From an optimization exercise on the open Yosys and OpenROAD flow, aimed at small area, a short achievable clock period and few clock cycles; shortcuts taken in it are not production practice.
Only simulation tests tie the RTL to the original design; equivalence was not proved.
Power and IR drop assume default switching activity.

### flow/flow/run.sh
#!/bin/bash
# The standard layout (the standard.sh: ORFS synthesis through finish), with two knobs
# changed: ports are buffered with buf_4 instead of the cell buffer_ports picks by default, and
# repair_timing aims for a setup slack of 10.45 ns at the design's 15 ns clock.
# Each run's full output goes to flow_make.log in the work folder.
set -euo pipefail
bash standard.sh SETUP_SLACK_MARGIN=10.45 "BUFFER_PORTS_ARGS=-buffer_cell sky130_fd_sc_hd__buf_4" finish > flow_make.log 2>&1
### flow/standard.sh
#!/bin/bash
# synth_recipe.tcl (not shown) runs the flow's synth.tcl, then flattens the netlist and writes it again
# the make line also repeats each setting of config.mk as NAME=value (left out here)
make -C /OpenROAD-flow-scripts/flow DESIGN_CONFIG=/design/flow/config.mk WORK_HOME=/design/flow/orfs CLKGATE_MAP_FILE= SYNTH_SCRIPT=/design/flow/synth_recipe.tcl "${@:-finish}"
### flow/config.mk
export PLATFORM = sky130hd
export DESIGN_NAME = gap_fc_top
export DESIGN_NICKNAME = gap_fc_top
export VERILOG_FILES = /design/flow/design.v
export SDC_FILE = /design/flow/constraint.sdc
export NUM_CORES = 4
export LEC_CHECK = 0
export CAP_MARGIN = 50
export CORE_MARGIN = 2
export CORE_UTILIZATION = 40
export CTS_CLUSTER_DIAMETER = 120
export CTS_CLUSTER_SIZE = 22
export SLEW_MARGIN = 70
### flow/constraint.sdc
create_clock -name core_clock -period 15.0 [get_ports {clk}]
set_input_delay 3.0000 -clock core_clock [delete_from_list [all_inputs] [get_ports {clk}]]
set_output_delay 3.0000 -clock core_clock [all_outputs]
set_load 0.01 [all_outputs]
### flow/design.v
    function automatic logic [7:0] shift_clamp(input logic [47:0] p, input logic [4:0] s);
        logic [38:0] a0;
        logic [22:0] a1;
        logic [14:0] a2;
        logic [10:0] a3;
        logic [8:0]  a4;
        logic [7:0]  a5;
        logic [39:0] d;
        logic [39:0] mask;
        logic        sat;
        a0 = p[38:0];
        a1 = s[4] ? a0[38:16] : a0[22:0];
        a2 = s[3] ? a1[22:8]  : a1[14:0];
        a3 = s[2] ? a2[14:4]  : a2[10:0];
        a4 = s[1] ? a3[10:2]  : a3[8:0];
        a5 = s[0] ? a4[8:1]   : a4[7:0];
        d    = p[46:7] ^ {40{p[47]}};
        mask = {40{1'b1}} << s;
        sat  = |(d & mask);
        shift_clamp = sat ? {p[47], {7{!p[47]}}} : a5;
    endfunction
`timescale 1ns/1ps
module param_regs (
    input  logic               clk,
    input  logic               rst_n,
    input  logic               param_wr_en,
    input  logic [1:0]         param_wr_sel,
    input  logic [7:0]         param_wr_addr,
    input  logic [31:0]        param_wr_data,
    input  logic [1:0]         w_o,
    input  logic [2:0]         w_c,
    output logic signed [7:0]  w_byte,
    input  logic [1:0]         f_o,
    output logic [31:0]        f_bias,
    output logic [15:0]        f_m,
    input  logic [1:0]         r_o,
    output logic [4:0]         f_s,
    output logic               f_v,
    output logic [15:0]        g_m,
    output logic [4:0]         g_s,
    output logic               g_v
);
    logic [7:0]  w_mem [0:31];
    logic [31:0] b_mem [0:3];
    logic [15:0] m_mem [0:3];
    logic [4:0]  s_mem [0:3];
    logic [15:0] gm_q;
    logic [4:0]  gs_q;
    logic [7:0]  wv;
    logic [3:0]  bv;
    logic [3:0]  rv;
    logic        gv;
    logic w_ok, o_ok;
    assign w_ok = param_wr_addr < 8'd8;
    assign o_ok = param_wr_addr < 8'd4;
    always_ff @(posedge clk) begin
        if (param_wr_en) begin
            case (param_wr_sel)
                2'd0: if (w_ok) for (int l = 0; l < 4; l++) w_mem[{param_wr_addr[2:0], 2'(l)}] <= param_wr_data[8*l +: 8];
                2'd1: if (o_ok) begin
                    m_mem[param_wr_addr[1:0]] <= param_wr_data[15:0];
                    s_mem[param_wr_addr[1:0]] <= param_wr_data[20:16];
                end
                2'd2: if (o_ok) b_mem[param_wr_addr[1:0]] <= param_wr_data;
                default: begin
                    gm_q <= param_wr_data[15:0];
                    gs_q <= param_wr_data[20:16];
                end
            endcase
        end
    end
    always_ff @(posedge clk or negedge rst_n) begin
        if (!rst_n) begin
            wv <= '0;
            bv <= '0;
            rv <= '0;
            gv <= 1'b0;
        end else if (param_wr_en) begin
            case (param_wr_sel)
                2'd0: if (w_ok) wv[param_wr_addr[2:0]] <= 1'b1;
                2'd1: if (o_ok) rv[param_wr_addr[1:0]] <= 1'b1;
                2'd2: if (o_ok) bv[param_wr_addr[1:0]] <= 1'b1;
                default: gv <= 1'b1;
            endcase
        end
    end
    assign w_byte = wv[{w_o, w_c[2]}] ? w_mem[{w_o, w_c}] : 8'd0;
    assign f_bias = bv[f_o] ? b_mem[f_o] : 32'd0;
    assign f_m    = m_mem[f_o];
    assign f_s    = s_mem[r_o];
    assign f_v    = rv[r_o];
    assign g_m    = gm_q;
    assign g_s    = gs_q;
    assign g_v    = gv;
endmodule
`timescale 1ns/1ps
module gap_pool (
    input  logic              clk,
    input  logic              rst_n,
    input  logic              start,
    input  logic [15:0]       pix_count,
    input  logic [15:0]       fm_base,
    output logic              busy,
    output logic              fm_rd_en,
    output logic [15:0]       fm_rd_addr,
    input  logic signed [7:0] fm_rd_data,
    output logic              h_valid,
    output logic [23:0]       h_data,
    input  logic              h_take
);
    logic        rd_active;
    logic        rd_en;
    logic        busy_q;
    logic [15:0] addr;
    logic [15:0] pix_q;
    logic        pix1_q;
    logic [15:0] cnt;
    logic        last_q;
    logic        lastimg_q;
    logic        first_q;
    logic [2:0]  ch;
    logic [1:0]  occ;
    logic accept, issue_cont, ch_end, img_end, want_start, credit_ok, start_ok;
    logic [15:0] n_cnt;
    logic        n_last;
    logic [2:0]  n_ch;
    logic n_active, n_rd_en, n_lastimg;
    assign busy       = busy_q;
    assign accept     = start && !busy;
    assign issue_cont = rd_en && !last_q;
    assign ch_end     = rd_en && last_q;
    assign img_end    = rd_en && lastimg_q;
    assign want_start = (ch_end && !lastimg_q) || (img_end && accept) ||
                        (rd_active && !rd_en) || (!rd_active && accept);
    assign credit_ok  = (occ != 2'd2) || h_take;
    assign start_ok   = want_start && credit_ok;
    assign fm_rd_en   = rd_en;
    assign fm_rd_addr = addr;
    always_comb begin
        n_cnt  = cnt;
        n_last = last_q;
        n_ch   = ch;
        if (accept) begin
            n_cnt  = pix_count;
            n_last = pix_count == 16'd1;
            n_ch   = 3'd0;
        end else if (rd_en) begin
            if (last_q) begin
                n_cnt  = pix_q;
                n_last = pix1_q;
                n_ch   = ch + 3'd1;
            end else begin
                n_cnt  = cnt - 16'd1;
                n_last = cnt == 16'd2;
            end
        end
    end
    always_ff @(posedge clk) begin
        if (accept) begin
            pix_q  <= pix_count;
            pix1_q <= pix_count == 16'd1;
            addr   <= fm_base;
        end else if (rd_en) begin
            addr <= addr + 16'd1;
        end
        cnt       <= n_cnt;
        last_q    <= n_last;
        ch        <= n_ch;
        lastimg_q <= n_lastimg;
    end
    assign n_lastimg = n_last && (n_ch == 3'd7);
    assign n_active  = rd_active ? !(img_end && !accept) : accept;
    assign n_rd_en   = issue_cont || start_ok;
    always_ff @(posedge clk or negedge rst_n) begin
        if (!rst_n) begin
            rd_active <= 1'b0;
            rd_en     <= 1'b0;
            busy_q    <= 1'b0;
            first_q   <= 1'b0;
            occ       <= 2'd0;
        end else begin
            rd_active <= n_active;
            rd_en     <= n_rd_en;
            busy_q    <= n_active && !(n_rd_en && n_lastimg);
            first_q   <= start_ok;
            occ       <= occ + {1'b0, start_ok} - {1'b0, h_take};
        end
    end
    logic        p1_v, p1_f, p1_l;
    logic        p2_v, p2_f, p2_l;
    logic [7:0]  din;
    logic [23:0] sum;
    logic [23:0] add;
    logic        sfull;
    logic        fin, h_free;
    assign add    = (p2_f ? 24'd0 : sum) + {{16{din[7]}}, din};
    assign fin    = p2_v && p2_l;
    assign h_free = !h_valid || h_take;
    always_ff @(posedge clk) begin
        din <= fm_rd_data;
        p1_f <= first_q;
        p1_l <= last_q;
        p2_f <= p1_f;
        p2_l <= p1_l;
        if (p2_v) sum <= add;
        if (fin && h_free) h_data <= add;
        else if (sfull && h_free) h_data <= sum;
    end
    always_ff @(posedge clk or negedge rst_n) begin
        if (!rst_n) begin
            p1_v    <= 1'b0;
            p2_v    <= 1'b0;
            sfull   <= 1'b0;
            h_valid <= 1'b0;
        end else begin
            p1_v <= rd_en;
            p2_v <= p1_v;
            if ((fin || sfull) && h_free) begin
                h_valid <= 1'b1;
                sfull   <= 1'b0;
            end else begin
                if (h_take) h_valid <= 1'b0;
                if (fin) sfull <= 1'b1;
            end
        end
    end
endmodule
`timescale 1ns/1ps
module fc_layer (
    input  logic               clk,
    input  logic               rst_n,
    input  logic               h_valid,
    input  logic [23:0]        h_data,
    output logic               h_take,
    output logic [1:0]         w_o,
    output logic [2:0]         w_c,
    input  logic signed [7:0]  w_byte,
    output logic [1:0]         f_o,
    input  logic [31:0]        f_bias,
    input  logic [15:0]        f_m,
    output logic [1:0]         r_o,
    input  logic [4:0]         f_s,
    input  logic               f_v,
    input  logic [15:0]        g_m,
    input  logic [4:0]         g_s,
    input  logic               g_v,
    output logic               res_valid,
    output logic [1:0]         res_idx,
    output logic signed [7:0]  res_data,
    output logic               done
);
    function automatic logic [7:0] shift_clamp(input logic [47:0] p, input logic [4:0] s);
        logic [38:0] a0;
        logic [22:0] a1;
        logic [14:0] a2;
        logic [10:0] a3;
        logic [8:0]  a4;
        logic [7:0]  a5;
        logic [39:0] d;
        logic [39:0] mask;
        logic        sat;
        a0 = p[38:0];
        a1 = s[4] ? a0[38:16] : a0[22:0];
        a2 = s[3] ? a1[22:8]  : a1[14:0];
        a3 = s[2] ? a2[14:4]  : a2[10:0];
        a4 = s[1] ? a3[10:2]  : a3[8:0];
        a5 = s[0] ? a4[8:1]   : a4[7:0];
        d    = p[46:7] ^ {40{p[47]}};
        mask = {40{1'b1}} << s;
        sat  = |(d & mask);
        shift_clamp = sat ? {p[47], {7{!p[47]}}} : a5;
    endfunction
    logic [3:0]  gcnt;         
    logic [1:0]  fcnt;         
    logic        e_busy;
    logic [1:0]  e_step;
    logic        can_load, ld_gap, ld_fc, load;
    logic        ld_pre, ld_g;
    logic        pre;          
    logic        fc_ok;
    logic        a_v, a_first, a_last;
    assign can_load = !e_busy || (e_step == 2'd3);
    assign ld_gap   = can_load && !gcnt[3] && h_valid;
    logic [3:0]  fin;          
    assign fc_ok    = fin[fcnt];
    assign ld_fc    = can_load && gcnt[3] && fc_ok;
    assign ld_pre   = can_load && gcnt[3] && !fc_ok && !pre && h_valid;
    assign ld_g     = ld_gap || ld_pre;
    assign load     = ld_g || ld_fc;
    assign h_take   = ld_g;
    assign f_o      = fcnt;
    always_ff @(posedge clk or negedge rst_n) begin
        if (!rst_n) begin
            gcnt   <= '0;
            fcnt   <= '0;
            pre    <= 1'b0;
            e_busy <= 1'b0;
            e_step <= '0;
        end else begin
            if (load) begin
                e_busy <= 1'b1;
                e_step <= 2'd0;
            end else if (e_busy) begin
                e_step <= e_step + 2'd1;
                if (e_step == 2'd3) e_busy <= 1'b0;
            end
            if (ld_gap) gcnt <= gcnt + 4'd1;
            if (ld_pre) pre <= 1'b1;
            if (ld_fc) begin
                fcnt <= fcnt + 2'd1;
                if (fcnt == 2'd3) begin
                    gcnt <= {3'd0, pre};
                    pre  <= 1'b0;
                end
            end
        end
    end
    function automatic logic [2:0] bdec(input logic [2:0] m);
        case (m)
            3'b001, 3'b010: bdec = 3'b001;
            3'b011:         bdec = 3'b010;
            3'b100:         bdec = 3'b110;
            3'b101, 3'b110: bdec = 3'b101;
            default:        bdec = 3'b000;
        endcase
    endfunction
    logic [31:0] x;
    logic [16:0] mr;
    logic [5:0]  ctl;          
    logic [31:0] r;
    logic [15:0] l;
    logic        e_gap;
    logic        e_pre;
    logic [1:0]  e_o;
    logic [15:0] m_new;
    logic signed [18:0] s_sel;
    logic [32:0] mag0, mag1;
    logic [35:0] pp0, pp1;
    logic [35:0] t;
    logic [35:0] rin;
    logic [35:0] cs_s, cs_c;
    logic [36:0] t_ci;
    logic        e_first;
    assign m_new = ld_g ? g_m : f_m;
    assign mag0  = ({33{ctl[0]}} & {x[31], x}) | ({33{ctl[1]}} & {x, 1'b0});
    assign mag1  = ({33{ctl[3]}} & {x[31], x}) | ({33{ctl[4]}} & {x, 1'b0});
    assign pp0   = {{3{mag0[32]}}, mag0} ^ {36{ctl[2]}};
    assign pp1   = ({{1{mag1[32]}}, mag1, 2'b00} ^ {{34{ctl[5]}}, 2'b00}) | {34'd0, ctl[5], ctl[5]};
    assign rin   = e_first ? 36'd0 : {{4{r[31]}}, r};
    assign cs_s  = rin ^ pp0 ^ pp1;
    assign cs_c  = {(rin[34:0] & pp0[34:0]) | (rin[34:0] & pp1[34:0]) | (pp0[34:0] & pp1[34:0]), ctl[5]};
    assign t_ci  = {cs_s, 1'b1} + {cs_c, ctl[2]};
    assign t     = t_ci[36:1];
    always_ff @(posedge clk) begin
        if (load) begin
            x     <= ld_g ? {{8{h_data[23]}}, h_data} : f_bias + {{13{s_sel[18]}}, s_sel};
            mr    <= {m_new, 1'b0};
            ctl   <= {bdec(m_new[3:1]), bdec({m_new[1:0], 1'b0})};
            e_gap <= ld_g;
            e_pre <= ld_pre;
            e_o   <= fcnt;
        end else begin
            mr  <= {4'd0, mr[16:4]};
            ctl <= {bdec(mr[8:6]), bdec(mr[6:4])};
        end
        r <= t[35:4];
        l <= {t[3:0], l[15:4]};
    end
    always_ff @(posedge clk or negedge rst_n) begin
        if (!rst_n) e_first <= 1'b0;
        else        e_first <= load;
    end
    logic        w_v;
    logic        w_gap;
    logic        w_pre;
    logic        pv_hold;      
    logic [1:0]  w_oo;
    logic [4:0]  w_s;
    logic        w_ok;
    logic [7:0]  y;
    assign r_o  = w_oo;
    assign w_s  = w_gap ? g_s : f_s;
    assign w_ok = w_gap ? g_v : f_v;
    assign y    = w_ok ? shift_clamp({r, l}, w_s) : 8'd0;
    always_ff @(posedge clk) begin
        if (e_busy && e_step == 2'd3) begin
            w_gap <= e_gap;
            w_pre <= e_pre;
            w_oo  <= e_o;
        end
    end
    always_ff @(posedge clk or negedge rst_n) begin
        if (!rst_n) w_v <= 1'b0;
        else        w_v <= e_busy && (e_step == 2'd3);
    end
    logic signed [7:0]  pooled;
    logic signed [7:0]  w_q;
    logic [18:0] ps_q, pc_q;
    logic [18:0] bp [0:3];
    logic [18:0] nb;
    logic [18:0] c1s, c1c, c2s, c2c, c3s, c3c;
    logic [18:0] a_s, a_x, a_y;
    logic [18:0] acc_in;
    always_comb begin
        logic [2:0] d;
        logic [8:0] m;
        for (int k = 0; k < 4; k++) begin
            d = (k == 0) ? {w_q[1:0], 1'b0} : w_q[2*k+1 -: 3];
            case (d)
                3'b001, 3'b010, 3'b101, 3'b110: m = {pooled[7], pooled};
                3'b011, 3'b100:                 m = {pooled, 1'b0};
                default:                        m = 9'd0;
            endcase
            if (d[2] && !(d[1] && d[0])) m = ~m;
            bp[k] = {{10{m[8]}}, m} << (2 * k);
            nb[2*k]   = d[2] && !(d[1] && d[0]);
            nb[2*k+1] = 1'b0;
        end
        nb[18:8] = '0;
        c1s = bp[0] ^ bp[1] ^ bp[2];
        c1c = {(bp[0][17:0] & bp[1][17:0]) | (bp[0][17:0] & bp[2][17:0]) | (bp[1][17:0] & bp[2][17:0]), 1'b0};
        c2s = c1s ^ c1c ^ bp[3];
        c2c = {(c1s[17:0] & c1c[17:0]) | (c1s[17:0] & bp[3][17:0]) | (c1c[17:0] & bp[3][17:0]), 1'b0};
        c3s = c2s ^ c2c ^ nb;
        c3c = {(c2s[17:0] & c2c[17:0]) | (c2s[17:0] & nb[17:0]) | (c2c[17:0] & nb[17:0]), 1'b0};
    end
    logic [18:0] q [0:3];
    logic [1:0]  ph;
    logic [1:0]  sidx;         
    logic [2:0]  m_c;
    logic        f_busy;
    logic [1:0]  f_n;
    logic        f_go;
    logic        p_v, p_first, p_last;
    assign a_s    = (a_v && a_first) ? 19'd0 : q[0];
    assign a_x    = a_s ^ ps_q ^ pc_q;
    assign a_y    = {(a_s[17:0] & ps_q[17:0]) | (a_s[17:0] & pc_q[17:0]) | (ps_q[17:0] & pc_q[17:0]), 1'b0};
    assign acc_in = a_x + a_y;
    logic [1:0]  f_cnt;
    logic        f_start;
    assign f_start = (w_v && w_gap && !(w_pre && pre)) || (pv_hold && !pre);
    assign f_go    = f_start || f_busy;
    assign f_cnt  = f_busy ? f_n : 2'd0;
    assign w_o    = ph + 2'd2;
    assign w_c    = m_c;
    assign s_sel  = q[sidx];
    always_ff @(posedge clk) begin
        if (w_v && w_gap) pooled <= y;
        w_q     <= w_byte;
        p_first <= m_c == 3'd0;
        p_last  <= m_c == 3'd7;
        ps_q    <= p_v ? c3s : 19'd0;
        pc_q    <= p_v ? c3c : 19'd0;
        a_first <= p_first;
        a_last  <= p_last;
        q[0]    <= q[1];
        q[1]    <= q[2];
        q[2]    <= q[3];
        q[3]    <= acc_in;
    end
    always_ff @(posedge clk or negedge rst_n) begin
        if (!rst_n) begin
            ph      <= '0;
            sidx    <= '0;
            fin     <= '0;
            f_busy  <= 1'b0;
            pv_hold <= 1'b0;
            f_n     <= '0;
            m_c     <= '0;
            p_v     <= 1'b0;
            a_v     <= 1'b0;
        end else begin
            ph      <= ph + 2'd1;
            sidx    <= sidx - 2'd1 + {1'b0, ld_fc};
            if (a_v && a_last) fin[ph] <= 1'b1;
            if (ld_fc && fcnt == 2'd3) fin <= '0;
            f_busy  <= f_go && (f_cnt != 2'd3);
            if (w_v && w_gap && w_pre && pre) pv_hold <= 1'b1;
            else if (!pre)                    pv_hold <= 1'b0;
            f_n     <= f_cnt + 2'd1;
            if (f_go && f_cnt == 2'd3) m_c <= m_c + 3'd1;
            p_v <= f_go;
            a_v <= p_v;
        end
    end
    always_ff @(posedge clk) begin
        res_idx  <= w_oo;
        res_data <= y;
    end
    always_ff @(posedge clk or negedge rst_n) begin
        if (!rst_n) begin
            res_valid <= 1'b0;
            done      <= 1'b0;
        end else begin
            res_valid <= w_v && !w_gap;
            done      <= w_v && !w_gap && (w_oo == 2'd3);
        end
    end
endmodule
`timescale 1ns/1ps
module gap_fc_top (
    input  logic              clk,
    input  logic              rst_n,
    input  logic              start,
    input  logic [15:0]       pix_count,
    input  logic [15:0]       fm_base,
    output logic              busy,
    output logic              done,
    output logic              fm_rd_en,
    output logic [15:0]       fm_rd_addr,
    input  logic signed [7:0] fm_rd_data,
    input  logic              param_wr_en,
    input  logic [1:0]        param_wr_sel,
    input  logic [7:0]        param_wr_addr,
    input  logic [31:0]       param_wr_data,
    output logic              res_valid,
    output logic [1:0]        res_idx,
    output logic signed [7:0] res_data
);
    logic               h_valid;
    logic [23:0]        h_data;
    logic               h_take;
    logic [1:0]         w_o;
    logic [2:0]         w_c;
    logic signed [7:0]  w_byte;
    logic [1:0]         f_o;
    logic [31:0]        f_bias;
    logic [15:0]        f_m;
    logic [1:0]         r_o;
    logic [4:0]         f_s;
    logic               f_v;
    logic [15:0]        g_m;
    logic [4:0]         g_s;
    logic               g_v;
    param_regs u_params (
        .clk(clk), .rst_n(rst_n),
        .param_wr_en(param_wr_en), .param_wr_sel(param_wr_sel),
        .param_wr_addr(param_wr_addr), .param_wr_data(param_wr_data),
        .w_o(w_o), .w_c(w_c), .w_byte(w_byte),
        .f_o(f_o), .f_bias(f_bias), .f_m(f_m), .r_o(r_o), .f_s(f_s), .f_v(f_v),
        .g_m(g_m), .g_s(g_s), .g_v(g_v)
    );
    gap_pool u_pool (
        .clk(clk), .rst_n(rst_n),
        .start(start), .pix_count(pix_count), .fm_base(fm_base), .busy(busy),
        .fm_rd_en(fm_rd_en), .fm_rd_addr(fm_rd_addr), .fm_rd_data(fm_rd_data),
        .h_valid(h_valid), .h_data(h_data), .h_take(h_take)
    );
    fc_layer u_fc (
        .clk(clk), .rst_n(rst_n),
        .h_valid(h_valid), .h_data(h_data), .h_take(h_take),
        .w_o(w_o), .w_c(w_c), .w_byte(w_byte),
        .f_o(f_o), .f_bias(f_bias), .f_m(f_m), .r_o(r_o), .f_s(f_s), .f_v(f_v),
        .g_m(g_m), .g_s(g_s), .g_v(g_v),
        .res_valid(res_valid), .res_idx(res_idx), .res_data(res_data), .done(done)
    );
endmodule
==> summary.md, run 1 <==
| Metric | Value |
|---|---|
| FP Rows | `120` |
| Startpoint types | `primary input` |
| Status | `complete, no violations` |
| GPL Wtd Cong | `between 0.8 and 0.9` |
| RSZ-0062 raised after global routing | `yes` |
| Starting Density | `0.404` |
| Core Footprint | `around 110000 sq um` |
| # fillers | `roughly 9500` |
| Synth cell types | `85` |
| Comb power frac | `0.494` |
| R2R Path Start | `u_fc.x[9]` |
| Initial antenna violation count | `1` |
| Top_reg_cell synth | `edfxtp_1` |
| Area after DPL | `between 40000 and 50000 sq um` |
| Total grt overflow | `0` |
| Period Utilization, post-route | `0.301` |
| Residual DRC | `0` |
| Root Driver | `clkbuf_16` |
| Pint | `slightly below 0.006 W` |
| Clk pwr share | `0.144` |
| CTS Buf Count | `48` |
| CTS Buffer Depth | `3` |
| Fin Setup TNS | `0 ns` |
| Worst Skew | `0.0257 ns` |
| Routed WL per cell | `21.0 microns` |
| Crit path from | `param_wr_addr[6]` |
| Routed vias/inst | `5.35` |
| Hold_buf cts | `0` |
| Final count of negative-setup-slack endpoints | `0` |
| Antenna-violating nets left | `0` |
| CTS tree | `done` |
| Largest net degree at the start of global routing | `63` |
| Worst slew pin tran | `between 0.4 and 0.5 ns` |
| Layout cells sized above 1 | `0.170` |
| Max Cap Violations | `0` |
| Final HPWL DP | `approximately 72 mm` |
| Switch share | `0.395` |
| H-tree depth | `2` |
| Minimum clock period | `4.51 ns` |
| Clock slew at reported path FFs | `around 0.080 ns` |
| DRT iter0 DRCs | `~1900` |
| I/O pin count | `~120` |
| Port buffer count | `115` |
| YS warnings | `5` |
| Worst hold slack | `0.332 ns` |
| Area share of the largest cell type after synthesis | `0.439` |
| PD cells | `~200 nW/um^2` |
| Synthesized cell area | `43400 sq um` |
| Hold_sp | `u_pool.p1_f` |
| Hold Path Class | `reg -> reg` |
| VDD IR-drop max | `about 0.14 mV` |
| Relative slew slack | `0.678` |
| CP Class | `in -> reg` |
| Synth top area cells | `edfxtp_1 (44%), dfxtp_1 (9.9%), mux4_2 (8.0%)` |
| Critical Path RT | `15.34 ns` |
| Vias in the first global route | `25800` |
| Area of the die | `111000 sq um` |
| Final hold violation count | `0` |
| Sw Pwr | `0.00388 W` |
| DRT Wirelength | `103 mm` |
| Fmax achieved | `0.222 GHz` |
| Yosys top cell by area | `edfxtp_1` |
| Area delta synth->final | `12.6%` |
| First-pass GRT wire length | `roughly 160 mm` |
| Critical Path End Type | `flip-flop` |
| TritonRoute pass-1 iters | `7` |
| DIE HEIGHT | `333 microns` |
| Final cell area excluding filler cells | `48800 sq um` |
| Async SR Flop Fraction | `0.0640` |
| Most frequent cells in the layout | `edfxtp_1 (634), nand2_1 (328), dfxtp_1 (201)` |
| Die width | `333 microns` |
| Clock latency on the worst-skew pair | `0.64 ns` |
| Sequential share of power | `0.361` |
| Static Leak | `18.3 nW` |
| CP arrival | `roughly 4.9 ns` |
| Final Max Tran Viols | `0` |
| Sink Count | `906` |
| Worst r2r path cells | `15` |
| All-Layer GR Usage | `0.182` |
| Synthesized area per cell | `about 13 sq um` |
| Fin nets | `3780` |
| Post-synth EDFFs | `around 630` |
| Syn Inst Count | `~3300` |
| Seq cells post-synth | `a little over 900` |
| Commonest non-fill, non-tap cell in the layout | `edfxtp_1` |
| Worst Hold Depth | `0` |
| Syn nets | `3636` |
| Sequential fraction of the synthesis area | `0.571` |
| Via count | `26200` |
| CP max FO | `11` |
==> Yosys cell counts, types with 16 or more instances <==
| cell type | number |
|---|---|
| nand2_1 | 330 |
| fa_1 | 73 |
| and2_1 | 55 |
| xor2_1 | 119 |
| nand3_1 | 50 |
| dfxtp_1 | 214 |
| a31oi_1 | 27 |
| nor2_1 | 133 |
| nor2b_1 | 85 |
| inv_1 | 162 |
| a21o_1 | 49 |
| clkbuf_1 | 94 |
| dfrtp_1 | 58 |
| buf_1 | 31 |
| xnor2_1 | 128 |
| mux2i_1 | 30 |
| a22oi_1 | 78 |
| o21ai_0 | 128 |
| mux4_2 | 155 |
| mux2_2 | 16 |
| a21oi_1 | 156 |
| and3_1 | 20 |
| a211oi_1 | 16 |
| nor3_1 | 32 |
| nand2b_1 | 44 |
| edfxtp_1 | 634 |
| ha_1 | 159 |
==> kinds of logic (layout without fill, tap and decap cells) <==
logic type,after synthesis,in the layout,share of synthesized area
flip-flops,906,906,0.571
multiplexers,202,202,0.0919
buffers and inverters,308,482,0.0273
adder cells (fa/ha/maj),234,234,0.0800
XOR/XNOR,247,247,0.0499
other,0,3,0
AND/OR/NAND/NOR,830,830,0.0922
AO/OA/AOI/OAI,591,591,0.0879
==> state kept, by name, summed over array words and instances, names as in the netlist, 20 cells and up, named ones only <==
signal,flops
u_params.m_mem,64
u_fc.r,32
u_pool.h_data,24
u_params.w_mem,256
u_pool.sum,24
u_fc.x,32
u_fc.q,76
u_params.s_mem,20
u_params.b_mem,128
==> routing by layer <==
layer  vias to the layer above  track usage  wire (microns)
met5                         -            0               0
met4                         0       0.0429            2400
met3                       111       0.0165            3940
met2                       538        0.310           50800
met1                     13100        0.252           45700
li1                      12400            -               -
==> final cells by class <==
class | instances | area, sq um | area share
sequential | 906 | 24800 | 0.509
multi-input combinational | 2104 | 17900 | 0.367
timing repair buffer | 236 | 2300 | 0.0470
tap | 1403 | 1760 | 0.0359
clock buffer | 73 | 1310 | 0.0267
inverter | 166 | 631 | 0.0129
clock inverter | 7 | 95.1 | 0.00195
antenna | 3 | 7.51 | 0.000154
==> critical path, stage by stage <==
cell,delay [ns]
buf_4,0.12
nor4_4,0.42
nand3b_1,0.16
or3_4,0.39
inv_6,0.11
nand2_4,0.10
nor2_4,0.14
buf_12,0.14
buf_12,0.13
buf_8,0.14
==> worst paths after layout <==
kind	slack, ns	end
max	10.49	u_params.w_mem[22][7]
min	0.33	u_pool.p2_f
max reg2reg	10.65	u_fc.r[28]
min reg2reg	0.33	u_pool.p2_f
max in group asynchronous	12.02	u_fc.p_v
min in group asynchronous	2.27	u_fc.e_first
==> power groups by stage <==
| stage | registers (W) | logic, W | clock network (W) |
|---|---|---|---|
| detailed placement | 0.00362 | 0.00476 | 0 |
| CTS | 0.00357 | 0.00478 | 0.00146 |
| global placement | 0.00366 | 0.00457 | 0 |
| finish | 0.00355 | 0.00486 | 0.00142 |
| global route | 0.00360 | 0.00544 | 0.00154 |
| floorplan | 0.00344 | 0.00366 | 0 |
==> through the flow <==
| step | cells | total power (W) | utilization | setup slack (ns) |
|---|---|---|---|---|
| after CTS | 4858 | 0.00981 | 0.450 | 10.45 |
| after global placement | 4726 | 0.00823 | 0.427 | 9.67 |
| after detailed placement | 4777 | 0.00839 | 0.436 | 9.56 |
| after floorplan | 3318 | 0.00710 | - | 9.82 |
| final | 4898 | 0.00983 | 0.455 | 10.49 |
| after global routing | 4895 | 0.0106 | 0.455 | 10.38 |
==> timing repair <==
item,CTS,global route
pin swaps,2,8
setup buffers,1,35
endpoints found under the hold margin,0,0
setup endpoints to repair,96,162
resized for setup,11,37
Testbench counts, summed over its fixed seeds: cycles 25,244.
==> run 2, diff against run 1 <==
==> flow/flow/run.sh (replaced) <==
#!/bin/bash
# The standard layout (the standard.sh: ORFS synthesis through finish), with two knobs
# changed: ports are buffered with buf_4 instead of the cell buffer_ports picks by default, and
# repair_timing aims for a setup slack of 10.6 ns at the design's 15 ns clock.
# Each run's full output goes to flow_make.log in the work folder.
set -euo pipefail
bash standard.sh SETUP_SLACK_MARGIN=10.6 "BUFFER_PORTS_ARGS=-buffer_cell sky130_fd_sc_hd__buf_4" finish > flow_make.log 2>&1
--- a/flow/config.mk
+++ b/flow/config.mk
@@ -8,6 +8,7 @@
 export CAP_MARGIN = 50
 export CORE_MARGIN = 2
-export CORE_UTILIZATION = 40
+export CORE_UTILIZATION = 60
 export CTS_CLUSTER_DIAMETER = 120
 export CTS_CLUSTER_SIZE = 22
+export PLACE_DENSITY = 0.72
 export SLEW_MARGIN = 70
==> summary.md, run 2 <==
| Metric | Value |
|---|---|
| Status | `complete, no violations` |
| Worst r2r path cells | `16 (+1)` |
| Fin nets | `3759 (-0.56%)` |
| TritonRoute pass-1 iters | `6 (-1)` |
| Area after DPL | `46100 sq um (-1.7%)` |
| Period Utilization, post-route | `0.292 (-0.00905)` |
| Post-synth EDFFs | `634 (unchanged)` |
| Placed Instances | `4301 (-10%)` |
| Sw Pwr | `0.00403 W (+3.8%)` |
| DRT Wirelength | `103 mm (-0.19%)` |
| Synthesized area per cell | `13.1 sq um (unchanged)` |
| CTS Buffer Depth | `3 (unchanged)` |
| CP arrival | `4.72 ns (-0.13 ns)` |
| Synth cell types | `85 (unchanged)` |
| Syn Inst Count | `3318 (unchanged)` |
| Clock latency on the worst-skew pair | `0.65 ns (about the same)` |
| Fin Setup TNS | `0 ns (unchanged)` |
| Layout cells sized above 1 | `0.171 (+0.000397)` |
| Pint | `0.00614 W (+3.2%)` |
| Final Instance Count excl. Fillers | `4430 (-9.6%)` |
| CTS tree | `done` |
| CTS Buf Count | `47 (-2.1%)` |
| Initial antenna violation count | `6 (+5)` |
| Synth top area cells | `edfxtp_1 (44%), dfxtp_1 (9.9%), mux4_2 (8.0%)` |
| Switch share | `0.396 (+0.00142)` |
| Hold Path Class | `reg -> reg` |
| Top_reg_cell synth | `edfxtp_1` |
| Yosys top cell by area | `edfxtp_1` |
| Max reg flops | `256 (unchanged)` |
| Clock slew at reported path FFs | `0.09 ns (about the same)` |
| Worst Hold Depth | `0 (unchanged)` |
| I/O pin count | `116 (unchanged)` |
| VDD IR-drop max | `0.215 mV (+56%)` |
| Comb power frac | `0.512 (+0.018)` |
| PD cells | `211 nW/um^2 (+4.7%)` |
| Residual DRC | `0 (unchanged)` |
| Post-synth top cells | `edfxtp_1 (634), nand2_1 (330), dfxtp_1 (214)` |
| Root Driver | `clkbuf_16` |
| Routed vias/inst | `6.12 (+14%)` |
| Synthesized cell area | `43400 sq um (unchanged)` |
| Syn nets | `3636 (unchanged)` |
| DIE HEIGHT | `273 microns (-18%)` |
| Final hold violation count | `0 (unchanged)` |
| GPL Wtd Cong | `0.906 (+8.1%)` |
| Final count of negative-setup-slack endpoints | `0 (unchanged)` |
| Largest net degree at the start of global routing | `78 (+24%)` |
| Area of the die | `74500 sq um (-33%)` |
| All-Layer GR Usage | `0.278 (+0.0962)` |
| Starting Density | `0.607 (+0.203)` |
| Final HPWL DP | `71.1 mm (-1.7%)` |
| Final cell area excluding filler cells | `48300 sq um (-1.2%)` |
| Area delta synth->final | `11.2%` |
| Seq cells post-synth | `906 (unchanged)` |
| Worst Skew | `0.0294 ns (+0.00372 ns)` |
| Minimum clock period | `4.38 ns (-0.136 ns)` |
| Total grt overflow | `0 (unchanged)` |
| Fmax achieved | `0.228 GHz (+3.1%)` |
| H-tree depth | `2 (unchanged)` |
| Startpoint types | `primary input` |
| YS warnings | `5 (unchanged)` |
| Final Max Tran Viols | `0 (unchanged)` |
| First-pass GRT wire length | `159 mm (+1.9%)` |
| Die width | `273 microns (-18%)` |
| Sink Count | `906 (unchanged)` |
| Async SR Flop Fraction | `0.0640 (unchanged)` |
| DRT iter0 DRCs | `2976 (+56%)` |
| Sequential share of power | `0.351 (-0.010)` |
| CP Class | `in -> reg` |
| CP max FO | `18 (+7)` |
| Vias in the first global route | `27200 (+5.6%)` |
| Static Leak | `18.2 nW (-0.61%)` |
| Commonest non-fill, non-tap cell in the layout | `edfxtp_1` |
| Worst slew pin tran | `0.480 ns (+0.00255 ns)` |
| Relative slew slack | `0.680 (+0.00166)` |
| Area share of the largest cell type after synthesis | `0.439 (unchanged)` |
| Port buffer count | `115 (unchanged)` |
| Sequential fraction of the synthesis area | `0.571 (unchanged)` |
| Antenna-violating nets left | `0 (unchanged)` |
| Clk pwr share | `0.137 (-0.007)` |
| Cell with the most instances after synthesis | `edfxtp_1` |
| RSZ-0062 raised after global routing | `yes` |
| Core Footprint | `71500 sq um (-33%)` |
| Most frequent cells in the layout | `edfxtp_1 (634), nand2_1 (326), dfxtp_1 (201)` |
| Max Cap Violations | `0 (unchanged)` |
| Critical Path RT | `15.34 ns (about the same)` |
| Routed WL per cell | `23.2 microns (+10%)` |
| FP Rows | `98 (-18%)` |
| Via count | `27100 (+3.5%)` |
| Critical Path End Type | `flip-flop` |
run 2: cell counts after synthesis:
No cell type changed its count.
run 2: stage by stage:
step,setup WS [ns],util,hold WS (ns),total power [W]
2_1_floorplan,9.82,-,0.310,0.00710
3_3_place_gp,9.78,0.633,0.311,0.00812
3_5_place_dp,9.67,0.644,0.315,0.00833
4_1_cts,10.60,0.667,0.333,0.00986
5_1_grt,10.54,0.675,0.337,0.0109
6_report,10.62,0.675,0.330,0.0102
run 2: worst max-delay path, cell delays in order:
cell	delay, ns
buf_4	0.12
nor4_4	0.24
nand3b_1	0.20
buf_4	0.20
nor4b_4	0.33
and2_4	0.40
buf_16	0.21
run 2: worst paths after layout:
kind                       slack, ns                    end             start
setup reg to reg               10.69             u_fc.r[30]         u_fc.x[9]
setup / recovery               10.62  u_params.b_mem[2][19]  param_wr_addr[6]
min in group asynchronous       2.21           u_pool.rd_en             rst_n
hold / removal                  0.33            u_pool.p2_f       u_pool.p1_f
max in group asynchronous      12.28            u_fc.m_c[0]             rst_n
hold reg to reg                 0.33            u_pool.p2_f       u_pool.p1_f
run 2: cell families (layout without fill, tap and decap cells):
kind of cell | count (synthesis) | after routing | share of synthesized area
other | 0 | 2 | 0
buffers and inverters | 308 | 468 | 0.0273
adders and majority gates | 234 | 234 | 0.0800
muxes | 202 | 202 | 0.0919
and+or+nand+nor | 830 | 830 | 0.0922
AOI/OAI and AO/OA | 591 | 591 | 0.0879
xor gates and xnor gates | 247 | 247 | 0.0499
DFF | 906 | 906 | 0.571
run 2: final cells by class:
class / instances / area, sq um
flip-flops and latches: 906 / 24800
fillers: 5025 / 23200
multi-input cells: 2104 / 18200
repair buffers: 216 / 2030
clock buffers: 81 / 1300
well taps: 950 / 1190
inverters: 166 / 646
clock inverters: 5 / 95.1
diodes: 2 / 5.00
run 2: power by group through the flow:
| stage | logic [W] | registers, W | clock network, W |
|---|---|---|---|
| floorplan | 0.00366 | 0.00344 | 0 |
| global placement | 0.00450 | 0.00361 | 0 |
| detailed placement | 0.00470 | 0.00364 | 0 |
| CTS | 0.00487 | 0.00357 | 0.00142 |
| global route | 0.00576 | 0.00361 | 0.00150 |
| finish | 0.00520 | 0.00357 | 0.00140 |
run 2: timing repair:
| action | CTS | global route |
|---|---|---|
| setup endpoints to repair | 179 | 134 |
| gates resized for setup | 22 | 44 |
| hold buffers | 0 | 0 |
| pin swaps | 9 | 23 |
| buffers inserted | 17 | 17 |
run 2: per-layer routing:
metal,GRT usage,part of all wire,up-vias
li1,-,-,12400
met1,0.387,0.42,13600
met2,0.459,0.49,903
met3,0.0396,0.063,165
met4,0.0842,0.032,4
met5,0,0.00025,-
==> run 3, diff against run 2 <==
--- a/flow/config.mk
+++ b/flow/config.mk
@@ -6,9 +6,8 @@
 export NUM_CORES = 4
 export LEC_CHECK = 0
-export CAP_MARGIN = 50
+export CAP_MARGIN = 40
 export CORE_MARGIN = 2
-export CORE_UTILIZATION = 60
+export CORE_UTILIZATION = 40
 export CTS_CLUSTER_DIAMETER = 120
 export CTS_CLUSTER_SIZE = 22
-export PLACE_DENSITY = 0.72
-export SLEW_MARGIN = 70
+export SLEW_MARGIN = 60
==> summary.md, run 3 <==
| Metric | Value |
|---|---|
| Initial antenna violation count | `1 (-5)` |
| CP arrival | `4.73 ns (about the same)` |
| Via count | `26100 (-3.6%)` |
| Clock slew at reported path FFs | `0.09 ns (about the same)` |
| Post-synth top cells | `edfxtp_1 (634), nand2_1 (330), dfxtp_1 (214)` |
| Static Leak | `18.0 nW (-0.83%)` |
| I/O pin count | `116 (unchanged)` |
| Seq cells post-synth | `906 (unchanged)` |
| Total grt overflow | `0 (unchanged)` |
| TritonRoute pass-1 iters | `6 (unchanged)` |
| CP max FO | `14 (-4)` |
| Routed vias/inst | `5.36 (-12%)` |
| Relative slew slack | `0.616 (-0.0639)` |
| Final count of negative-setup-slack endpoints | `0 (unchanged)` |
| XOR/XNOR Fraction of Synth Area | `0.0499 (unchanged)` |
| Largest family of logic cells by synthesized area | `simple AND/OR/NAND/NOR gates` |
| Period Utilization, post-route | `0.291 (-0.000980)` |
| Worst slew pin tran | `0.569 ns (+0.0886 ns)` |
| Ant diodes | `0 (-2)` |
| Complex-gate fraction of the synthesized area | `0.0879 (unchanged)` |
| Critical Path End Type | `flip-flop` |
| GPL Wtd Cong | `0.866 (-4.4%)` |
| Clk pwr share | `0.142 (+0.005)` |
| Synth cell types | `85 (unchanged)` |
| Cell with the most instances after synthesis | `edfxtp_1` |
| Hold Path Class | `reg -> reg` |
| Final HPWL DP | `69.9 mm (-1.6%)` |
| Max Cap Violations | `0 (unchanged)` |
| Status | `complete, no violations` |
| Core Footprint | `107000 sq um (+50%)` |
| YS warnings | `5 (unchanged)` |
| RSZ-0062 raised after global routing | `yes` |
| Placed Instances | `4740 (+10%)` |
| Most frequent cells in the layout | `edfxtp_1 (634), nand2_1 (327), dfxtp_1 (202)` |
| Pint | `0.00614 W (about the same)` |
| DRT Wirelength | `103 mm (+0.43%)` |
| Crit path max-delay family | `simple AND/OR/NAND/NOR gates` |
| Area of the die | `111000 sq um (+49%)` |
| Synthesized cell area | `43400 sq um (unchanged)` |
| # fillers | `9547 (+90%)` |
| Die width | `333 microns (+22%)` |
| Post-synth EDFFs | `634 (unchanged)` |
| CTS Buffer Depth | `3 (unchanged)` |
| Antenna-violating nets left | `0 (unchanged)` |
| Post-Synth Adder-Cell Area | `0.0800 (unchanged)` |
| CP Class | `in -> reg` |
| Post-synthesis simple-gate area fraction | `0.0922 (unchanged)` |
| VDD IR-drop max | `0.185 mV (-14%)` |
| Area share of the largest cell type after synthesis | `0.439 (unchanged)` |
| Fin nets | `3749 (-0.27%)` |
| Startpoint types | `primary input` |
| Power Total | `0.0101 W (-0.53%)` |
| Syn Inst Count | `3318 (unchanged)` |
| Mux cell area share after synthesis | `0.0919 (unchanged)` |
| First-pass GRT wire length | `156 mm (-1.9%)` |
| Final hold violation count | `0 (unchanged)` |
| Final Instance Count excl. Fillers | `4872 (+10%)` |
| Routed WL per cell | `21.2 microns (-8.7%)` |
| Sequential fraction of the synthesis area | `0.571 (unchanged)` |
| H-tree depth | `2 (unchanged)` |
| Layout cells sized above 1 | `0.163 (-0.00734)` |
| FP Rows | `120 (+22%)` |
| DRT iter0 DRCs | `2073 (-30%)` |
| Root Driver | `clkbuf_16` |
| Port buffer count | `115 (unchanged)` |
| Synth top area cells | `edfxtp_1 (44%), dfxtp_1 (9.9%), mux4_2 (8.0%)` |
| Critical Path RT | `15.37 ns (+0.03 ns)` |
| Top_reg_cell synth | `edfxtp_1` |
| Sink Count | `906 (unchanged)` |
| Fin Setup TNS | `0 ns (unchanged)` |
| All-Layer GR Usage | `0.181 (-0.0967)` |
| Largest net degree at the start of global routing | `78 (unchanged)` |
| Worst path bufs/invs | `5 (+2)` |
| Area delta synth->final | `11.7%` |
| CTS tree | `done` |
| CTS Buf Count | `47 (unchanged)` |
| Comb power frac | `0.506 (-0.006)` |
| Vias in the first global route | `25500 (-6.3%)` |
| Async SR Flop Fraction | `0.0640 (unchanged)` |
| Final Max Tran Viols | `0 (unchanged)` |
| Worst-path cell chain | `buf_4, nor4_4, nand3b_1, buf_4, or3_4, inv_6, nand2_8, nor2_4, buf_8, buf_8` |
| DIE HEIGHT | `333 microns (+22%)` |
| Hold_buf cts | `0 (unchanged)` |
| Worst Skew | `0.0409 ns (+0.0115 ns)` |
| Minimum clock period | `4.36 ns (-0.0147 ns)` |
| PD cells | `209 nW/um^2 (-0.91%)` |
| Syn nets | `3636 (unchanged)` |
| Synthesized area per cell | `13.1 sq um (unchanged)` |
| Commonest non-fill, non-tap cell in the layout | `edfxtp_1` |
| Sw Pwr | `0.00397 W (-1.4%)` |
| Crit path largest cell delay | `0.37 ns (-0.03 ns)` |
| R2R Setup Slk | `10.70 ns (about the same)` |
| Clock latency on the worst-skew pair | `0.65 ns (about the same)` |
| Yosys top cell by area | `edfxtp_1` |
| Starting Density | `0.404 (-0.203)` |
| Switch share | `0.393 (-0.00333)` |
| Sequential share of power | `0.352 (about the same)` |
| Residual DRC | `0 (unchanged)` |
| Max reg flops | `256 (unchanged)` |
| Slowest-stage cell, CP | `or3_4` |
| Fmax achieved | `0.229 GHz (+0.34%)` |
run 3: changes by cell type in the layout (fill, tap and decap cells not counted), moves of 4 or more:
cell,change
nor2_1,+5
buf_16,-9
buf_2,-4
and2_4,+4
nor2_2,-5
clkinv_2,+4
run 3: logic make-up after synthesis:
kind of cell,after synthesis
AO/OA/AOI/OAI,591
XOR/XNOR,247
adder cells (fa/ha/maj),234
buffers and inverters,308
flip-flops,906
multiplexers,202
AND/OR/NAND/NOR,830
run 3: path summary, 6_finish.rpt:
kind                                  start                    end  cells after the start
hold reg to reg                 u_fc.p_last            u_fc.a_last                      0
setup / recovery           param_wr_addr[6]  u_params.w_mem[11][6]                     10
max in group asynchronous             rst_n            u_fc.m_c[0]                      2
setup reg to reg                 u_fc.x[10]             u_fc.r[28]                     16
hold / removal                  u_fc.p_last            u_fc.a_last                      0
min in group asynchronous             rst_n          u_pool.occ[0]                      1
run 3: cell type report:
type | instances | area (sq um) | share of cell area
Clock buffer | 80 | 1320 | 0.0273
Tap cell | 1403 | 1760 | 0.0362
Timing Repair Buffer | 199 | 1730 | 0.0357
Sequential cell | 906 | 24800 | 0.512
Inverter | 166 | 637 | 0.0131
Clock inverter | 7 | 98.8 | 0.00204
Multi-Input combinational cell | 2111 | 18100 | 0.373
run 3: per-layer routing:
metal,global-route usage,wire [microns]
met5,0,0
met1,0.257,46400
met4,0.0363,1920
met2,0.304,50400
met3,0.0180,4380
run 3: per-stage QoR:
step                      cell area [sq um]  hold WS [ns]  setup slack (ns)  utilization
final                                 48400         0.328             10.64        0.451
after global routing                  48400         0.339             10.56        0.451
after CTS                             47800         0.335             10.58        0.445
after detailed placement              46200         0.313              9.59        0.430
after global placement                45800         0.312              9.55        0.427
after floorplan                       43500         0.310              9.82            -
run 3: worst reg2reg max path: cells and delay by family (launching register included):
kind | cells | cell delay [ns]
buffers and inverters | 2 | 0.25
and+or+nand+nor | 3 | 1.06
xor gates and xnor gates | 2 | 0.22
AOI/OAI and AO/OA | 7 | 1.35
adders and majority gates | 2 | 0.80
DFF | 1 | 0.47
run 3: power by group through the flow:
stage | combinational, W | clock, W | sequential, W
floorplan | 0.00366 | 0 | 0.00344
global placement | 0.00454 | 0 | 0.00367
detailed placement | 0.00462 | 0 | 0.00364
CTS | 0.00470 | 0.00148 | 0.00356
global route | 0.00569 | 0.00156 | 0.00361
finish | 0.00512 | 0.00143 | 0.00356
run 3: what timing repair did:
action                                  4_1_cts  5_1_grt
endpoints found under the hold margin         0        0
pin swaps                                     8       29
resized for setup                            13       77
buffers inserted                             17       21
endpoints found under the setup margin      384      233
cloned                                        2        5
==> run 4, diff against run 3 <==
--- a/flow/config.mk
+++ b/flow/config.mk
@@ -6,8 +6,8 @@
 export NUM_CORES = 4
 export LEC_CHECK = 0
-export CAP_MARGIN = 40
+export CAP_MARGIN = 30
 export CORE_MARGIN = 2
 export CORE_UTILIZATION = 40
 export CTS_CLUSTER_DIAMETER = 120
 export CTS_CLUSTER_SIZE = 22
-export SLEW_MARGIN = 60
+export SLEW_MARGIN = 40
==> summary.md, run 4 <==
| Metric | Value |
|---|---|
| Fmax achieved | `0.227 GHz (-1.1%)` |
| CP Class | `in -> reg` |
| DRT Wirelength | `104 mm (+1.3%)` |
| PD cells | `204 nW/um^2 (-2.1%)` |
| Core Footprint | `107000 sq um (unchanged)` |
| CP arrival | `4.78 ns (+0.05 ns)` |
| Crit path from | `param_wr_addr[6]` |
| Root Driver | `clkbuf_16` |
| Synth top area cells | `edfxtp_1 (44%), dfxtp_1 (9.9%), mux4_2 (8.0%)` |
| Minimum clock period | `4.41 ns (+0.0488 ns)` |
| Post-synth top cells | `edfxtp_1 (634), nand2_1 (330), dfxtp_1 (214)` |
| All-Layer GR Usage | `0.183 (+0.00206)` |
| Synth cell types | `85 (unchanged)` |
| # fillers | `9605 (+0.61%)` |
| GPL Wtd Cong | `0.866 (unchanged)` |
| Via count | `26400 (+1.1%)` |
| I/O pin count | `116 (unchanged)` |
| Synthesized cell area | `43400 sq um (unchanged)` |
| Initial antenna violation count | `5 (+4)` |
| CTS tree | `done` |
| Reg-to-Reg End | `u_fc.r[28]` |
| Area delta synth->final | `11.9%` |
| Sink Count | `906 (unchanged)` |
| Most frequent cells in the layout | `edfxtp_1 (634), nand2_1 (327), dfxtp_1 (207)` |
| Relative slew slack | `0.425 (-0.191)` |
| Worst Setup EP | `u_params.w_mem[12][7]` |
| Worst hold slack | `0.334 ns (+0.00664 ns)` |
| Clock latency on the worst-skew pair | `0.64 ns (about the same)` |
| DIE HEIGHT | `333 microns (unchanged)` |
| Antenna-violating nets left | `0 (unchanged)` |
| Die width | `333 microns (unchanged)` |
| Placed Instances | `4723 (-0.36%)` |
| FP Rows | `120 (unchanged)` |
| Final Instance Count excl. Fillers | `4877 (+0.10%)` |
| Cell with the most instances after synthesis | `edfxtp_1` |
| TritonRoute pass-1 iters | `5 (-1)` |
| Layout cells sized above 1 | `0.159 (-0.00393)` |
| Worst Skew | `0.0498 ns (+0.00890 ns)` |
| Syn Inst Count | `3318 (unchanged)` |
| Fin Setup TNS | `0 ns (unchanged)` |
| FF/Latch Area | `24800 sq um (about the same)` |
| Top_reg_cell synth | `edfxtp_1` |
| Power Total | `0.00992 W (-1.9%)` |
| Area share of the largest cell type after synthesis | `0.439 (unchanged)` |
| YS warnings | `5 (unchanged)` |
| Status | `complete, no violations` |
| H-tree depth | `2 (unchanged)` |
| Period Utilization, post-route | `0.294 (+0.00325)` |
| Area occupied by multi-input gates | `18000 sq um (-0.54%)` |
| Vias in the first global route | `25500 (-0.11%)` |
| Final Max Tran Viols | `0 (unchanged)` |
| Routed vias/inst | `5.42 (+1.0%)` |
| Worst r2r path cells | `15 (-1)` |
| Seq cells post-synth | `906 (unchanged)` |
| Yosys top cell by area | `edfxtp_1` |
| Startpoint types | `primary input` |
| Critical Path End Type | `flip-flop` |
| Total grt overflow | `0 (unchanged)` |
| Port buffer count | `115 (unchanged)` |
| Routed WL per cell | `21.4 microns (+1.2%)` |
| Hold_sp | `u_fc.p_first` |
| CTS Buffer Depth | `3 (unchanged)` |
| Final Util | `0.452 (+0.00103)` |
| Synthesized area per cell | `13.1 sq um (unchanged)` |
| Sequential fraction of the synthesis area | `0.571 (unchanged)` |
| Syn nets | `3636 (unchanged)` |
| Final hold violation count | `0 (unchanged)` |
| DRT iter0 DRCs | `2226 (+7.4%)` |
| Async SR Flop Fraction | `0.0640 (unchanged)` |
| Fin nets | `3754 (+0.13%)` |
| Final HPWL DP | `69.3 mm (-0.89%)` |
| Starting Density | `0.404 (unchanged)` |
| Max Cap Violations | `0 (unchanged)` |
| First-pass GRT wire length | `157 mm (+0.87%)` |
| Commonest non-fill, non-tap cell in the layout | `edfxtp_1` |
| Post-synth EDFFs | `634 (unchanged)` |
| Critical Path RT | `15.37 ns (about the same)` |
| Area of the die | `111000 sq um (unchanged)` |
| VDD IR-drop max | `0.173 mV (-6.3%)` |
| Largest net degree at the start of global routing | `78 (unchanged)` |
| RSZ-0062 raised after global routing | `yes` |
| CTS Buf Count | `47 (unchanged)` |
| R2R Setup Slk | `10.69 ns (about the same)` |
| R2R Path Start | `u_fc.x[14]` |
| Final count of negative-setup-slack endpoints | `0 (unchanged)` |
| Max reg flops | `256 (unchanged)` |
| Clock slew at reported path FFs | `0.08 ns (about the same)` |
| Hold Path Class | `reg -> reg` |
| Residual DRC | `0 (unchanged)` |
| Static Leak | `18.1 nW (+0.17%)` |
| CP max FO | `8 (-6)` |
| Worst slew pin tran | `0.861 ns (+0.292 ns)` |
==> run 4: worst min-delay path by stage <==
stage / cells after the start / slack [ns] / end
2_1_floorplan: 0 / 0.31 / u_fc.a_first
3_3_place_gp: 0 / 0.31 / u_fc.a_last
3_5_place_dp: 0 / 0.31 / u_pool.p2_l
4_1_cts: 0 / 0.33 / u_fc.a_first
5_1_grt: 0 / 0.34 / u_fc.a_first
6_report: 0 / 0.33 / u_fc.a_first
==> run 4: timing repair <==
action | CTS | global route
setup buffers | 26 | 25
setup endpoints to repair | 502 | 297
pin swaps | 12 | 20
resized for setup | 29 | 60
cloned | 9 | 6
hold buffers | 0 | 0
==> run 4: logic make-up (layout without fill, tap and decap cells) <==
kind of cell,after synthesis,after routing,share of synthesized area
adders and majority gates,234,234,0.0800
and+or+nand+nor,830,840,0.0922
other,0,1,0
xor gates and xnor gates,247,247,0.0499
DFF,906,906,0.571
AOI/OAI and AO/OA,591,591,0.0879
buffers and inverters,308,453,0.0273
muxes,202,202,0.0919
==> run 4: final cells by class <==
type / count / share of cell area
flip-flops and latches: 906 / 0.511
multi-input cells: 2114 / 0.370
repair buffers: 201 / 0.0403
well taps: 1403 / 0.0362
clock buffers: 79 / 0.0267
inverters: 166 / 0.0131
clock inverters: 7 / 0.00237
diodes: 1 / 0.0000515
==> run 4: power breakdown <==
part           leakage [nW]  switching [W]  total [W]  internal [W]
sequential             8.28       0.000394    0.00358       0.00319
combinational          9.13        0.00271    0.00492       0.00220
clock                 0.672       0.000803    0.00142      0.000621
==> run 4: worst max-delay path, cell delays in order <==
cell and delay [ns]:
buf_6 0.09, nor4_4 0.25, nand3b_1 0.11, buf_6 0.15
or3_4 0.38, inv_8 0.10, nand2_8 0.06, buf_12 0.13
buf_12 0.12, nor2_4 0.18, clkbuf_16 0.20
==> run 4: metrics by stage <==
stage                     instance area (sq um)  setup WS (ns)
after floorplan                           43500           9.82
after global placement                    45800           9.55
after detailed placement                  45900           9.50
after global routing                      48600          10.49
final                                     48600          10.59
after CTS                                 47900          10.57
==> run 4: metal layers <==
metal	global-route usage	wire length, microns	vias to the layer above
li1	-	-	12400
met1	0.260	46600	13200
met2	0.305	50600	707
met3	0.0162	4680	110
met4	0.0453	2570	0
met5	0	0	-
==> run 5, diff against run 4 <==
--- a/flow/config.mk
+++ b/flow/config.mk
@@ -6,8 +6,8 @@
 export NUM_CORES = 4
 export LEC_CHECK = 0
-export CAP_MARGIN = 30
+export CAP_MARGIN = 25
 export CORE_MARGIN = 2
 export CORE_UTILIZATION = 40
 export CTS_CLUSTER_DIAMETER = 120
 export CTS_CLUSTER_SIZE = 22
-export SLEW_MARGIN = 40
+export SLEW_MARGIN = 30
==> summary.md, run 5 <==
| Metric | Value |
|---|---|
| Status | `complete, no violations` |
| Most frequent cells in the layout | `edfxtp_1 (634), nand2_1 (327), dfxtp_1 (208)` |
| Port buffer count | `115 (unchanged)` |
| Synth cell types | `85 (unchanged)` |
| DRT iter0 DRCs | `1913 (-14%)` |
| All-Layer GR Usage | `0.182 (-0.00113)` |
| Fmax achieved | `0.225 GHz (-0.50%)` |
| Pre-CTS setup slack | `9.49 ns (-0.00905 ns)` |
| PD cells | `203 nW/um^2 (-0.59%)` |
| Complex-gate fraction of the synthesized area | `0.0879 (unchanged)` |
| Final HPWL DP | `69.2 mm (-0.12%)` |
| Max reg flops | `256 (unchanged)` |
| Post-Synth Adder-Cell Area | `0.0800 (unchanged)` |
| Minimum clock period | `4.44 ns (+0.0224 ns)` |
| Post-synthesis simple-gate area fraction | `0.0922 (unchanged)` |
| CTS tree | `done` |
| Mux cell area share after synthesis | `0.0919 (unchanged)` |
| CP arrival | `4.80 ns (+0.02 ns)` |
| Antenna-violating nets left | `0 (unchanged)` |
| Synthesized cell area | `43400 sq um (unchanged)` |
| Levels on crit path | `10 (-1)` |
| Largest family of logic cells by synthesized area | `simple AND/OR/NAND/NOR gates` |
| Clock slew at reported path FFs | `0.09 ns (about the same)` |
| Worst Setup EP | `u_params.w_mem[4][2]` |
| Commonest non-fill, non-tap cell in the layout | `edfxtp_1` |
| Slowest-stage cell, CP | `or3_4` |
| H-tree depth | `2 (unchanged)` |
| Top_reg_cell synth | `edfxtp_1` |
| Crit path from | `param_wr_addr[6]` |
| Hold_buf cts | `0 (unchanged)` |
| Syn nets | `3636 (unchanged)` |
| Synth top area cells | `edfxtp_1 (44%), dfxtp_1 (9.9%), mux4_2 (8.0%)` |
| Cell with the most instances after synthesis | `edfxtp_1` |
| Worst-path cell chain | `buf_4, nor4_4, nand3b_1, buf_4, or3_4, inv_6, nand2_4, nor3_4, buf_12, buf_12` |
| Pint | `0.00594 W (-1.2%)` |
| Crit path max-delay family | `simple AND/OR/NAND/NOR gates` |
| Area share of the largest cell type after synthesis | `0.439 (unchanged)` |
| Fin nets | `3736 (-0.48%)` |
| Layout cells sized above 1 | `0.150 (-0.00934)` |
| Critical Path RT | `15.36 ns (about the same)` |
| Final Util | `0.449 (-0.00316)` |
| Sequential share of power | `0.367 (+0.006)` |
| Initial antenna violation count | `4 (-1)` |
| Crit path largest cell delay | `0.37 ns (about the same)` |
| Routed WL per cell | `21.1 microns (-1.3%)` |
| GPL Wtd Cong | `0.866 (unchanged)` |
| Worst Hold Depth | `0 (unchanged)` |
| Area delta synth->final | `11.1%` |
| Via count | `26000 (-1.5%)` |
| Sw Pwr | `0.00385 W (-1.5%)` |
| Seq cells post-synth | `906 (unchanged)` |
| Synthesized area per cell | `13.1 sq um (unchanged)` |
| Startpoint types | `primary input` |
| YS warnings | `5 (unchanged)` |
| VDD IR-drop max | `0.169 mV (-2.4%)` |
| Total grt overflow | `0 (unchanged)` |
| Root Driver | `clkbuf_16` |
| Largest net degree at the start of global routing | `78 (unchanged)` |
| Worst path bufs/invs | `5 (-1)` |
| Comb power frac | `0.489 (-0.006)` |
| TritonRoute pass-1 iters | `7 (+2)` |
| Static Leak | `18.0 nW (-0.68%)` |
| Fin Setup TNS | `0 ns (unchanged)` |
| Worst r2r path cells | `15 (unchanged)` |
| Critical Path End Type | `flip-flop` |
| Area of the die | `111000 sq um (unchanged)` |
| Switch share | `0.393 (-0.000700)` |
| XOR/XNOR Fraction of Synth Area | `0.0499 (unchanged)` |
| First-pass GRT wire length | `157 mm (-0.44%)` |
| R2R Setup Slk | `10.67 ns (-0.02 ns)` |
| Period Utilization, post-route | `0.296 (+0.00149)` |
| CTS Buffer Depth | `3 (unchanged)` |
| Hold Path Class | `reg -> reg` |
| Worst slew pin tran | `0.926 ns (+0.0645 ns)` |
| Max Cap Violations | `0 (unchanged)` |
| R2R Path Start | `u_fc.x[13]` |
| Core Footprint | `107000 sq um (unchanged)` |
| Setup ws final | `10.56 ns (-0.0224 ns)` |
| Routed vias/inst | `5.35 (-1.2%)` |
| Reg-to-Reg End | `u_fc.r[28]` |
| Yosys top cell by area | `edfxtp_1` |
| Final hold violation count | `0 (unchanged)` |
| Sequential fraction of the synthesis area | `0.571 (unchanged)` |
| CTS Buf Count | `47 (unchanged)` |
| Vias in the first global route | `25600 (+0.40%)` |
| Sink Count | `906 (unchanged)` |
| Clock latency on the worst-skew pair | `0.64 ns (about the same)` |
| Power Total | `0.00979 W (-1.3%)` |
| I/O pin count | `116 (unchanged)` |
| Post-synth top cells | `edfxtp_1 (634), nand2_1 (330), dfxtp_1 (214)` |
| CP Class | `in -> reg` |
| FP Rows | `120 (unchanged)` |
| DIE HEIGHT | `333 microns (unchanged)` |
| Final Max Tran Viols | `0 (unchanged)` |
| Die width | `333 microns (unchanged)` |
| RSZ-0062 raised after global routing | `yes` |
| CP max FO | `16 (+8)` |
| Worst Skew | `0.0485 ns (-0.00134 ns)` |
| Relative slew slack | `0.382 (-0.0431)` |
| Clk pwr share | `0.144 (about the same)` |
| Starting Density | `0.404 (unchanged)` |
| DRT Wirelength | `103 mm (-1.6%)` |
| Final count of negative-setup-slack endpoints | `0 (unchanged)` |
| Syn Inst Count | `3318 (unchanged)` |
| Post-synth EDFFs | `634 (unchanged)` |
| Residual DRC | `0 (unchanged)` |
| Async SR Flop Fraction | `0.0640 (unchanged)` |
==> run 5: cell counts after synthesis <==
Identical to the previous run, type by type.
==> run 5: metal layers <==
metal | track usage | share of wire | vias to the layer above
li1 | - | - | 12400
met1 | 0.256 | 0.45 | 12900
met2 | 0.305 | 0.48 | 614
met3 | 0.0180 | 0.040 | 107
met4 | 0.0451 | 0.025 | 0
met5 | 0 | 0 | -
==> run 5: layout make-up <==
cell class,count,area [sq um]
flip-flops and latches,906,24800
clock inverters,7,88.8
clock buffers,80,1310
well taps,1403,1760
repair buffers,185,1770
multi-input cells,2112,17800
inverters,166,632
fillers,9580,59100
diodes,2,5.00
==> run 5: stage by stage <==
stage                     hold WS, ns  cells  instance area, sq um
final                           0.316   4861                 48200
after global routing            0.327   4859                 48200
after CTS                       0.325   4840                 47700
after detailed placement        0.313   4723                 45900
after global placement          0.312   4722                 45800
after floorplan                 0.310   3318                 43500
==> run 5: cells by family after synthesis <==
group | Yosys count
fa+ha+maj | 234
buf+inv | 308
flops | 906
simple gates | 830
mux | 202
compound gates | 591
xor+xnor | 247
==> run 5: what timing repair did <==
action / in CTS / in global routing
cloned: 8 / 4
buffers inserted: 22 / 15
gates resized for setup: 29 / 35
hold endpoints to repair: 0 / 0
endpoints found under the setup margin: 525 / 239
pin swaps: 12 / 15
==> run 5: how the worst min path moves through the flow <==
| stage | from | to | slack (ns) |
|---|---|---|---|
| after CTS | u_pool.first_q | u_pool.p1_f | 0.32 |
| after detailed placement | u_pool.p1_l | u_pool.p2_l | 0.31 |
| after global routing | u_pool.first_q | u_pool.p1_f | 0.33 |
| after global placement | u_fc.p_last | u_fc.a_last | 0.31 |
| after floorplan | u_fc.p_first | u_fc.a_first | 0.31 |
| final | u_pool.first_q | u_pool.p1_f | 0.32 |
==> run 5: worst reg2reg max path: cells and delay by family, from the launching register on <==
kind / cells / cell delay, ns
simple gates: 3 / 1.12
xor+xnor: 2 / 0.23
flops: 1 / 0.48
buf+inv: 1 / 0.05
fa+ha+maj: 2 / 0.94
compound gates: 7 / 1.38
==> run 5: power groups by stage <==
stage               clock network (W)  logic [W]  registers (W)
floorplan                           0    0.00366        0.00344
global placement                    0    0.00454        0.00367
detailed placement                  0    0.00457        0.00367
CTS                           0.00146    0.00467        0.00359
global route                  0.00154    0.00537        0.00364
finish                        0.00141    0.00479        0.00359

## port drivers added, routing unchanged
How much do the figures lean on ideal ports? The routed layouts below were timed once more, with nothing changed but the port constraints. Step 1, drivers: a clkbuf_16 drives clk and a buf_2 each remaining input, both assumed. Step 2 times the ports against the registers' clock, not the clock port: input delays grow and output delays shrink by t, the midpoint of the rising clock arrivals with the driver on. Three values: ideal ports, drivers, drivers and shift; two values: the first two.
run | t (ns) | setup slack, ns | cell pins on the clock port's net
run 1 | 0.691 | 10.485 / 10.522 / 9.831 | 1
run 2 | 0.700 | 10.621 / 10.597 / 9.965 | 1
run 3 | 0.699 | 10.636 / 10.628 / 9.983 | 1
run 4 | 0.682 | 10.587 / 10.616 / 9.934 | 1
run 5 | 0.690 | 10.565 / 10.612 / 9.922 | 1
After both steps setup and hold are still met in every run listed. For run 2, which loses most, drivers alone change the setup slack by -0.024 ns; drivers and shift together by -0.656 ns.
